Source: an optimization exercise on an open RTL-to-GDS flow (aim: small area, a short achievable clock period and few clock cycles per item). Production flows keep margins and buffers that such runs may drop.
Function was checked by simulation only, so behaviour that the tests miss may differ from the original.
Power figures rest on the tool's default switching activity, not on a simulated workload.

Design cpu_top, start of the top module:
module cpu_top (
    input  logic                   clk,
    input  logic                   rst_n,
    input  logic                   inst_vld,
    input  logic                   inst_last,
    input  cpu_isa_pkg::op_t       inst_op,
    input  cpu_isa_pkg::inst_id_t  inst_id,
    input  cpu_isa_pkg::reg_id_t   inst_dst_reg,
    input  cpu_isa_pkg::reg_id_t   inst_src_reg0,
    input  cpu_isa_pkg::reg_id_t   inst_src_reg1,
    input  cpu_isa_pkg::imm_t      inst_imm,
    output logic                   fetch_vld,
    output cpu_isa_pkg::pc_t       fetch_pc,
    output cpu_isa_pkg::inst_id_t  fetch_id,
    output logic                   inst_rdy,
    output logic                   write_mem_vld,
    output cpu_isa_pkg::inst_id_t  write_mem_id,
    output cpu_isa_pkg::data_t     write_mem_addr,
    output cpu_isa_pkg::data_t     write_mem_data,
    output logic                   exec_finish
);
export LEC_CHECK = 0
export CAP_MARGIN = 20
export CORE_MARGIN = 2
export CORE_UTILIZATION = 50
export CTS_CLUSTER_DIAMETER = 100
export CTS_CLUSTER_SIZE = 24
export SETUP_SLACK_MARGIN = 3.5
export SLEW_MARGIN = 20
export TNS_END_PERCENT = 10
create_clock -name core_clock -period 7.0 [get_ports {clk}]
standard.sh (not shown) runs the stock make flow with config.mk's settings and CLKGATE_MAP_FILE= SYNTH_SCRIPT=/design/flow/synth_recipe.tcl, a recipe that flattens the netlist after the stock synthesis.
==> flow/flow/run.sh <==
#!/bin/bash
# The standard layout (the standard.sh, unchanged synthesis) with two
# changes: the port buffers are sky130 buf cells, which the timing repair
# may resize, instead of the delay-buffer cell buffer_ports picks by default;
# and the clock tree is built without dummy loads. make's output goes to
# make_flow.log; each ORFS step keeps its own log under orfs/logs.
set -euo pipefail
export BUFFER_PORTS_ARGS="-buffer_cell sky130_fd_sc_hd__buf_2"
export CTS_ARGS="-sink_clustering_enable -repair_clock_nets -dont_use_dummy_load -sink_clustering_size 24 -sink_clustering_max_diameter 100"
bash standard.sh > make_flow.log 2>&1
Testbench counts at the start, summed over its fixed seeds: cycles 23,762, insts 22,445.
Rerun with:
==> flow/flow/run.sh (replaced) <==
#!/bin/bash
# The standard layout, with the port buffers made of sky130 buf cells (which
# the timing repair may resize) instead of the delay-buffer cell that
# buffer_ports picks by default.
set -euo pipefail
export BUFFER_PORTS_ARGS="-buffer_cell sky130_fd_sc_hd__buf_2"
bash standard.sh > make_flow.log 2>&1
CTS_BUF_LIST = sky130_fd_sc_hd__clkbuf_4 sky130_fd_sc_hd__clkbuf_8   (was unset)
CTS_CLUSTER_DIAMETER = unset   (was 100)
CTS_CLUSTER_SIZE = unset   (was 24)
TNS_END_PERCENT = unset   (was 10)
Area after synthesis is unchanged. Wire length is higher by 2.4%. Via count climbs by 2.9%. Final cell count increases by 4.6%. Combinational power goes up by about 2%. Synthesized cell count stays the same. Sequential share of layout area went down by 2.0 points.

---

== lane 1 ==
Another version of the RTL of cpu_top (not shown whole).
Size in the first run: roughly 95 I/O pins, about 22000 um^2 of cells after synthesis.
==> flow/config.mk <==
export PLATFORM = sky130hd
export DESIGN_NAME = cpu_top
export DESIGN_NICKNAME = cpu_top
export VERILOG_FILES = /design/flow/design.v
export SDC_FILE = /design/flow/constraint.sdc
export NUM_CORES = 4
export LEC_CHECK = 0
export CAP_MARGIN = 20
export CORE_MARGIN = 2
export CORE_UTILIZATION = 50
export CTS_CLUSTER_DIAMETER = 100
export CTS_CLUSTER_SIZE = 24
export GPL_ROUTABILITY_DRIVEN = 0
export PLACE_DENSITY = 0.7
export SETUP_SLACK_MARGIN = 3.7
export SLEW_MARGIN = 20
==> flow/constraint.sdc <==
create_clock -name core_clock -period 7.0 [get_ports {clk}]
set_input_delay 1.4000 -clock core_clock [delete_from_list [all_inputs] [get_ports {clk}]]
set_output_delay 1.4000 -clock core_clock [all_outputs]
set_load 0.01 [all_outputs]
==> flow/flow/run.sh <==
#!/bin/bash
# The standard layout (the standard.sh, unchanged synthesis) with two
# changes: the port buffers are sky130 buf cells, which the timing repair
# may resize, instead of the delay-buffer cell buffer_ports picks by default;
# and the clock tree is built without dummy loads. make's output goes to
# make_flow.log; each ORFS step keeps its own log under orfs/logs.
set -euo pipefail
export BUFFER_PORTS_ARGS="-buffer_cell sky130_fd_sc_hd__buf_2"
export CTS_ARGS="-sink_clustering_enable -repair_clock_nets -dont_use_dummy_load -sink_clustering_size 24 -sink_clustering_max_diameter 100"
bash standard.sh > make_flow.log 2>&1
Testbench counts of lane 1, summed over its fixed seeds: cycles 23,762, insts 22,445.
## Diff of input files: lane 2 against lane 1
- a deleted GPL_ROUTABILITY_DRIVEN that had been 0
- a deleted PLACE_DENSITY that had been 0.7
- X dimension of the die: lane 1 vs lane 2 identical
- Sort lane 2 and lane 1 by routed wire length desc -> top: lane 2
- A path type of the worst setup path of primary input to output port is what lane 2 shows, while flip-flop to flip-flop belongs to lane 1.
- In the metrics for lane 2 and lane 1, the one carrying the higher met2 layer usage reported by global route is lane 2.
- Lane 2 has highest achievable clock rate above what lane 1 had.
diff inputs: lane 2 => lane 3
- a change of CAP_MARGIN from 20 to 10
- a change of SLEW_MARGIN from 20 to 10
Setup slack in lane 3 is 0.044 ns lower than in lane 2. Higher minimum clock period after layout among lane 2 and lane 3: lane 3. As of lane 3, non-clock buffer count had fallen by a few percent compared to lane 2.
diff inputs: lane 3 => lane 4
- changing SLEW_MARGIN from 10 to 20
- changing CAP_MARGIN from 10 to 20
- changing CORE_UTILIZATION from 50 to 60
Notes after the runs:
- Wire length on met1 (lower): lane 4
- Lane 4 vs. lane 3: detailed route wirelength on metal2 went down by 3.8%.
- Compared with lane 3, lane 4 shows combinational-cell power consumption lower by about 4%.
- Compared with lane 3, lane 4 shows via count that has gone up slightly.
- [compare] base=lane 3 new=lane 4: fmax rose by 1.9%, total number of nets in the final design rose by 13.
- Re buffers inserted during post-CTS setup optimization: lane 3 was lower than lane 4.
- Between lane 4 and lane 3, it is lane 4 whose total internal power is lower, by about 1.1%.

---

Another version of the RTL of cpu_top (not shown whole).
Size in the first run: ~1800 cells after synthesis, ~410 flip-flops.
Settings: LEC_CHECK=0, CAP_MARGIN=20, CORE_MARGIN=2, CORE_UTILIZATION=50, CTS_CLUSTER_DIAMETER=100, CTS_CLUSTER_SIZE=24, SETUP_SLACK_MARGIN=3.8, SLEW_MARGIN=20; clock period 7.0 ns.
Scripts as last shown in full above: flow/flow/run.sh
The starting point produced a clean layout.
Testbench counts at the start, summed over its fixed seeds: cycles 23,762, insts 22,445.
Edit:
- SETUP_SLACK_MARGIN: 3.8 -> 3.7
Effect: Synthesized cell count does not change; register-to-register slack loses 50 ps; via count hardly moves; core utilization decreases by 1.1 points; total power decreases slightly; wire length decreases slightly; non-clock buffer count decreases by 35; clock power is about the same; hold slack gains 11 ps; cell area decreases slightly.

---

run 1:
cpu_top with an RTL version that a note above also has.
For scale: roughly 1900 cells after synthesis, roughly 410 flip-flops, about 95 I/O pins, roughly 0.023 mm^2 of cells after synthesis.
export LEC_CHECK = 0
export CAP_MARGIN = 20
export CORE_MARGIN = 2
export CORE_UTILIZATION = 50
export CTS_CLUSTER_DIAMETER = 120
export CTS_CLUSTER_SIZE = 30
export SETUP_SLACK_MARGIN = 3.5
export SLEW_MARGIN = 20
create_clock -name core_clock -period 7.0 [get_ports {clk}]
==> flow/flow/run.sh <==
#!/bin/bash
# The standard layout, with the port buffers made of sky130 buf cells (which
# the timing repair may resize) instead of the delay-buffer cell that
# buffer_ports picks by default.
set -euo pipefail
export BUFFER_PORTS_ARGS="-buffer_cell sky130_fd_sc_hd__buf_2"
bash standard.sh > make_flow.log 2>&1
Testbench counts of run 1, summed over its fixed seeds: cycles 23,762, insts 22,445.
Relative to run 1, the following input files were edited for run 2:
# run 1
export LEC_CHECK = 0
export CAP_MARGIN = 20
export CORE_MARGIN = 2
export CORE_UTILIZATION = 50
export CTS_CLUSTER_DIAMETER = 120
export CTS_CLUSTER_SIZE = 30
export SETUP_SLACK_MARGIN = 3.5
export SLEW_MARGIN = 20
create_clock -name core_clock -period 7.0 [get_ports {clk}]
# run 2
export LEC_CHECK = 0
export CAP_MARGIN = 20
export CORE_MARGIN = 2
export CORE_UTILIZATION = 50
export CTS_CLUSTER_DIAMETER = 100
export CTS_CLUSTER_SIZE = 24
export SETUP_SLACK_MARGIN = 3.7
export SLEW_MARGIN = 20
create_clock -name core_clock -period 7.0 [get_ports {clk}]
==> flow/flow/run.sh <==
#!/bin/bash
# The standard layout (the standard.sh, unchanged synthesis) with two
# changes: the port buffers are sky130 buf cells, which the timing repair
# may resize, instead of the delay-buffer cell buffer_ports picks by default;
# and the clock tree is built without dummy loads. make's output goes to
# make_flow.log; each ORFS step keeps its own log under orfs/logs.
set -euo pipefail
export BUFFER_PORTS_ARGS="-buffer_cell sky130_fd_sc_hd__buf_2"
export CTS_ARGS="-sink_clustering_enable -repair_clock_nets -dont_use_dummy_load -sink_clustering_size 24 -sink_clustering_max_diameter 100"
bash standard.sh > make_flow.log 2>&1
==> results.txt <==
Clock-net power essentially unchanged between run 1 and run 2.
A termination of the worst setup path of x_b[8] is what run 2 shows, while u_reg_file.regs[8][9] belongs to run 1.
Compared with run 1, run 2 shows a lower share of total power in the clock network.
STATUS total chip power: run 2 loses against run 1
--- input diff run 2..run 3 ---
# run 2
export LEC_CHECK = 0
export CAP_MARGIN = 20
export CORE_MARGIN = 2
export CORE_UTILIZATION = 50
export CTS_CLUSTER_DIAMETER = 100
export CTS_CLUSTER_SIZE = 24
export SETUP_SLACK_MARGIN = 3.7
export SLEW_MARGIN = 20
create_clock -name core_clock -period 7.0 [get_ports {clk}]
# run 3
export LEC_CHECK = 0
export CAP_MARGIN = 20
export CORE_MARGIN = 2
export CORE_UTILIZATION = 50
export CTS_CLUSTER_DIAMETER = 100
export CTS_CLUSTER_SIZE = 24
export SETUP_SLACK_MARGIN = 3.5
export SLEW_MARGIN = 20
create_clock -name core_clock -period 7.0 [get_ports {clk}]
Findings:
Every run (run 3 and run 2) finished clean.
The higher proportion of cell area occupied by multi-input gates came out of run 3.
Re combined flip-flop and latch cell area: run 2 was higher than run 3.
On clock period minus worst slack, run 2 beats run 3.
ib_s1[0] as the first element of the critical path was reported by run 2, and ib_s1[1] by run 3.

## separate check: timing with driven ports
The results above use ideal ports. As a check the final layouts listed here were re-extracted and re-timed, cells and wires unchanged.
Step 1 assumes that a clkbuf_16 drives the clock port and a buf_2 every other input.
Step 2 times the ports against the registers' clock, not the clock port: input delays grow and output delays shrink by t, the midpoint of the rising clock arrivals with the driver on.
a / b / c = no drivers / after step 1 / after step 2; a / b = the first two.
| run | t, ns | setup slack, ns | worst setup path at the end | worst data-port slew with drivers (ns) |
|---|---|---|---|---|
| the first run of note 1 | 0.619 | 3.328 / 3.322 / 3.322 | input to output | 0.06 |
| the second run of note 1 | 0.679 | 3.507 / 3.507 / 3.507 | register to register | 0.06 |
| lane 1 | 0.608 | 3.646 / 3.646 / 3.646 | register to register | 0.04 |
| lane 2 | 0.603 | 3.728 / 3.688 / 3.688 | input to output | 0.06 |
| lane 3 | 0.615 | 3.684 / 3.684 / 3.684 | register to register | 0.05 |
| lane 4 | 0.607 | 3.747 / 3.717 / 3.717 | input to output | 0.04 |
| the first run of note 3 | 0.615 | 3.781 / 3.742 / 3.742 | input to output | 0.07 |
| the second run of note 3 | 0.615 | 3.733 / 3.717 / 3.717 | input to output | 0.06 |
| run 1 | 0.603 | 3.527 / 3.524 / 3.524 | input to output | 0.05 |
| run 2 | 0.606 | 3.698 / 3.659 / 3.659 | input to output | 0.06 |
| run 3 | 0.619 | 3.509 / 3.509 / 3.509 | register to register | 0.06 |
After both steps setup and hold are still met in every run listed. For lane 2, which loses most, drivers alone change the setup slack by -0.040 ns; drivers and shift together by -0.040 ns.
